Source: an optimization exercise on an open RTL-to-GDS flow (aim: small area, a short achievable clock period and few clock cycles per item). Production flows keep margins and buffers that such runs may drop. Where RTL was checked, it was by simulation tests only, not by an equivalence proof against the original.

Design ray_box_slab_test, start of the top module:
module ray_box_slab_test (
	input  logic                                 clk,
	input  logic                                 arst_n,
	input  logic                                 cfg_we,
	input  logic [rbst_pkg::IDX_W-1:0]           cfg_index,
	input  logic [rbst_pkg::COORD_W-1:0]         cfg_wdata,
	input  logic                                 s_tvalid,
	output logic                                 s_tready,
	input  logic [8*rbst_pkg::IN_BYTES-1:0]      s_tdata,
	output logic                                 m_tvalid,
	input  logic                                 m_tready,
	output logic [8*rbst_pkg::OUT_BYTES-1:0]     m_tdata
);
For scale: about 49000 cells after synthesis, ~10000 flip-flops, about 240 I/O pins.
Settings: LEC_CHECK=0, CAP_MARGIN=20, CORE_MARGIN=2, CORE_UTILIZATION=40, SETUP_SLACK_MARGIN=4.5, SLEW_MARGIN=20, TNS_END_PERCENT=0; clock period 8.0 ns.
run.sh (not shown) runs the stock make flow with config.mk's settings and CLKGATE_MAP_FILE= SYNTH_SCRIPT=/design/flow/synth_recipe.tcl, a recipe that flattens the netlist after the stock synthesis.
The baseline finished clean.
Edit:
--- a/flow/design.v
+++ b/flow/design.v
@@ -37,45 +37,49 @@
 );
 	localparam int AX = rbst_pkg::AXES;
 	localparam int LN = rbst_pkg::LANES;
 	localparam int TW = rbst_pkg::TW;
 	localparam int DW = rbst_pkg::DW;
 	logic [AX*2*33-1:0] nm_1;
 	logic [AX*2-1:0]    nn_1, nz_1;
 	logic [AX*32-1:0]   dmag_1;
+	logic [AX*5-1:0]    sh_1;
 	logic [AX-1:0]      dneg_1, dzero_1, inslab_1;
 	for (genvar a = 0; a < AX; a++) begin : g_f1
 		wire signed [31:0] o_a = org[a*32 +: 32];
 		wire signed [31:0] d_a = dir[a*32 +: 32];
 		for (genvar e = 0; e < 2; e++) begin : g_face
 			wire signed [31:0] f   = e ? hi[a*32 +: 32] : lo[a*32 +: 32];
 			wire        [32:0] fmo = {f[31], f} - {o_a[31], o_a};
 			wire        [32:0] omf = {o_a[31], o_a} - {f[31], f};
 			always_ff @(posedge clk) begin
 				nm_1[(2*a+e)*33 +: 33] <= fmo[32] ? omf : fmo;
 				nn_1[2*a+e]            <= fmo[32];
 				nz_1[2*a+e]            <= (f == o_a);
 			end
 		end
+		wire [31:0] dm = d_a[31] ? 32'(-d_a) : d_a;
+		logic [4:0] lz;
+		always_comb begin
+			lz = 5'd0;
+			for (int i = 0; i < 32; i++)
+				if (dm[i]) lz = 5'(31 - i);
+		end
 		always_ff @(posedge clk) begin
 			dneg_1[a]          <= d_a[31];
 			dzero_1[a]         <= (d_a == '0);
 			inslab_1[a]        <= ($signed(lo[a*32 +: 32]) <= o_a) && (o_a <= $signed(hi[a*32 +: 32]));
-			dmag_1[a*32 +: 32] <= d_a[31] ? 32'(-d_a) : d_a;
+			dmag_1[a*32 +: 32] <= dm;
+			sh_1[a*5 +: 5]     <= lz;
 		end
 	end
 	for (genvar a = 0; a < AX; a++) begin : g_f2
 		wire [31:0] dm = dmag_1[a*32 +: 32];
-		logic [4:0] sh;
-		always_comb begin
-			sh = 5'd0;
-			for (int i = 0; i < 32; i++)
-				if (dm[i]) sh = 5'(31 - i);
-		end
+		wire [4:0]  sh = sh_1[a*5 +: 5];
 		wire [31:0] dn = dm << sh;
 		always_ff @(posedge clk) den_o[a*DW +: DW] <= dn[DW-1:0];
 		for (genvar e = 0; e < 2; e++) begin : g_lane
 			localparam int L = 2 * a + e;
 			wire        fsel = dneg_1[a] ^ (e == 1);
 			wire [32:0] nm   = fsel ? nm_1[(2*a+1)*33 +: 33] : nm_1[(2*a)*33 +: 33];
 			wire        nn   = fsel ? nn_1[2*a+1] : nn_1[2*a];
 			wire        nz   = fsel ? nz_1[2*a+1] : nz_1[2*a];
@@ -1143,17 +1147,20 @@
 	end
 	assign p2 = q[3];
 	assign p1 = q[2];
 	assign n1 = q[1];
 	assign n2 = q[0];
 	wire [RW-1:0] d1 = {1'b0, 1'b1, d};
 	wire [RW-1:0] d2 = {1'b1, d, 1'b0};
 	wire          ps = p1 || p2;
-	wire [RW-1:0] m  = ({RW{p2}} & ~d2) | ({RW{p1}} & ~d1) | ({RW{n1}} & d1) | ({RW{n2}} & d2);
+	logic [RW-1:0] m;
+	for (genvar j = 0; j < RW; j++) begin : g_m
+		assign m[j] = (d1[j] ? n1 : p1) | (d2[j] ? n2 : p2);
+	end
 	wire [RW-1:0] a  = {si[RW-3:0], bb};
 	wire [RW-1:0] b  = {ci[RW-3:0], 2'b00};
 	wire [RW-1:0] mj = (a & b) | (a & m) | (b & m);
 	assign s_out = ~(a ^ b ^ m);
 	assign c_out = ~{mj[RW-2:0], ps};
 endmodule
 module rbst_cmp_step (
 	input  logic [2:0] d_in,
Maximum frequency increases by 3.5%.
Critical path depth increases by 5.
Wire length increases by 5.2%.
Global-route usage increases by 1.5 points.
Final area increases by 2.2%.
Synthesized cell count hardly moves.
First-iteration DRC count increases by 5.2%.
Register-to-register slack is better by 140 ps.
Worst hold slack is better by 15 ps.
Final cell count increases by 0.77%.
Non-clock buffer count increases by 397.
Testbench counts after the change, summed over its fixed seeds: cycles 8,168, items 8,000.
Function not checked in the first run of this note: the RTL went through the layout flow alone.

========
alpha:
Another version of the RTL of ray_box_slab_test (not shown whole).
Size: roughly 45000 cells after synthesis, ~240 I/O pins, roughly 470000 µm² of cells after synthesis.
make LEC_CHECK=0 CAP_MARGIN=20 CORE_MARGIN=2 CORE_UTILIZATION=40 PLACE_DENSITY=0.7 SETUP_SLACK_MARGIN=4.5 SLEW_MARGIN=20 TNS_END_PERCENT=0 finish   # period 8.0 ns
Relative to alpha, the following input files were edited for beta:
--- a/flow/design.v
+++ b/flow/design.v
@@ -1592,25 +1592,25 @@
 	logic [QD-1:0] ds;
 	assign take     = qv[0] && m_tready;
 	assign m_tvalid = qv[0];
 	assign m_tdata  = {{(8*rbst_pkg::OUT_BYTES-1){1'b0}}, qd[0]};
 	always_comb begin
 		vs = take ? {2'b00, qv[QD-1:1]} : {1'b0, qv};
 		ds = take ? {1'b0, qd[QD-1:1]} : qd;
 	end
 	always_ff @(posedge clk or negedge arst_n) begin
 		if (!arst_n) begin
 			qv    <= '0;
 			cnt_q <= '0;
-			rdy_q <= 1'b1;
+			rdy_q <= 1'b0;    
 		end else begin
 			for (int i = 0; i < QD; i++)
 				qv[i] <= vs[i] || (vld_q[LAT-1] && (i == 0 || vs[i-1]));
 			cnt_q <= cnt_q + CNTW'(acc) - CNTW'(take);
 			rdy_q <= (cnt_q + CNTW'(acc) - CNTW'(take)) < CNTW'(QD);
 		end
 	end
 	always_ff @(posedge clk) begin
 		for (int i = 0; i < QD; i++)
 			if (!vs[i] && (i == 0 || vs[i-1])) qd[i] <= hit_q;
 			else                               qd[i] <= ds[i];
 	end
beta closes out successfully: all stages finished, all timing, DRC and antenna checks passed. Critical path's slowest cell = fa_2: alpha; critical path's slowest cell = fa_1: beta. Share of cell area taken by multi-input logic gates: alpha vs beta, no meaningful difference. Multi-input gate area in the final layout delta (alpha -> beta): insignificant. The sequential fraction of total cell area on alpha is in line with that on beta. Die span in x delta (alpha -> beta): insignificant. alpha → beta: cell area held steady. Depth of the critical timing path with buffers and inverters included, beta and alpha: larger value in alpha. Relative to alpha, final period demand of the worst path has decreased by 0.049 ns in beta. Measured against each other, beta and alpha differ in wire length, the lower figure coming from beta. As far as filler cell count is concerned, beta and alpha perform about the same.
No run of this note included a check of the RTL's function; only the layout flow was run.

-- what the ideal ports hide --
The results above use ideal ports. As a check the final layouts listed here were re-extracted and re-timed, cells and wires unchanged. Step 1: set_driving_cell puts a clkbuf_16 on clk and a buf_2 on each other input, an assumption about the parent block. Step 2 also shifts input and output timing later by t, the mid clock arrival at the registers, as if the neighbouring blocks saw the same clock. a / b / c = ideal ports / drivers / drivers and shift; a / b = the first two.
run | t, ns | slack for setup (ns) | worst setup path at the end | worst data-port slew with drivers (ns)
the first run of note 1 | 1.380 | 3.952 / 3.952 / 2.682 | input to register | 0.24
the second run of note 1 | 1.366 | 4.087 / 4.087 / 2.823 | input to register | 0.26
alpha | 1.260 | 4.035 / 4.035 / 3.020 | input to register | 0.11
beta | 1.244 | 4.084 / 4.084 / 3.173 | input to register | 0.13
After both steps every run listed still meets setup and hold. The setup slack of the first run of note 1, which loses most, moves by 0.000 ns with the drivers and by -1.270 ns with both steps.
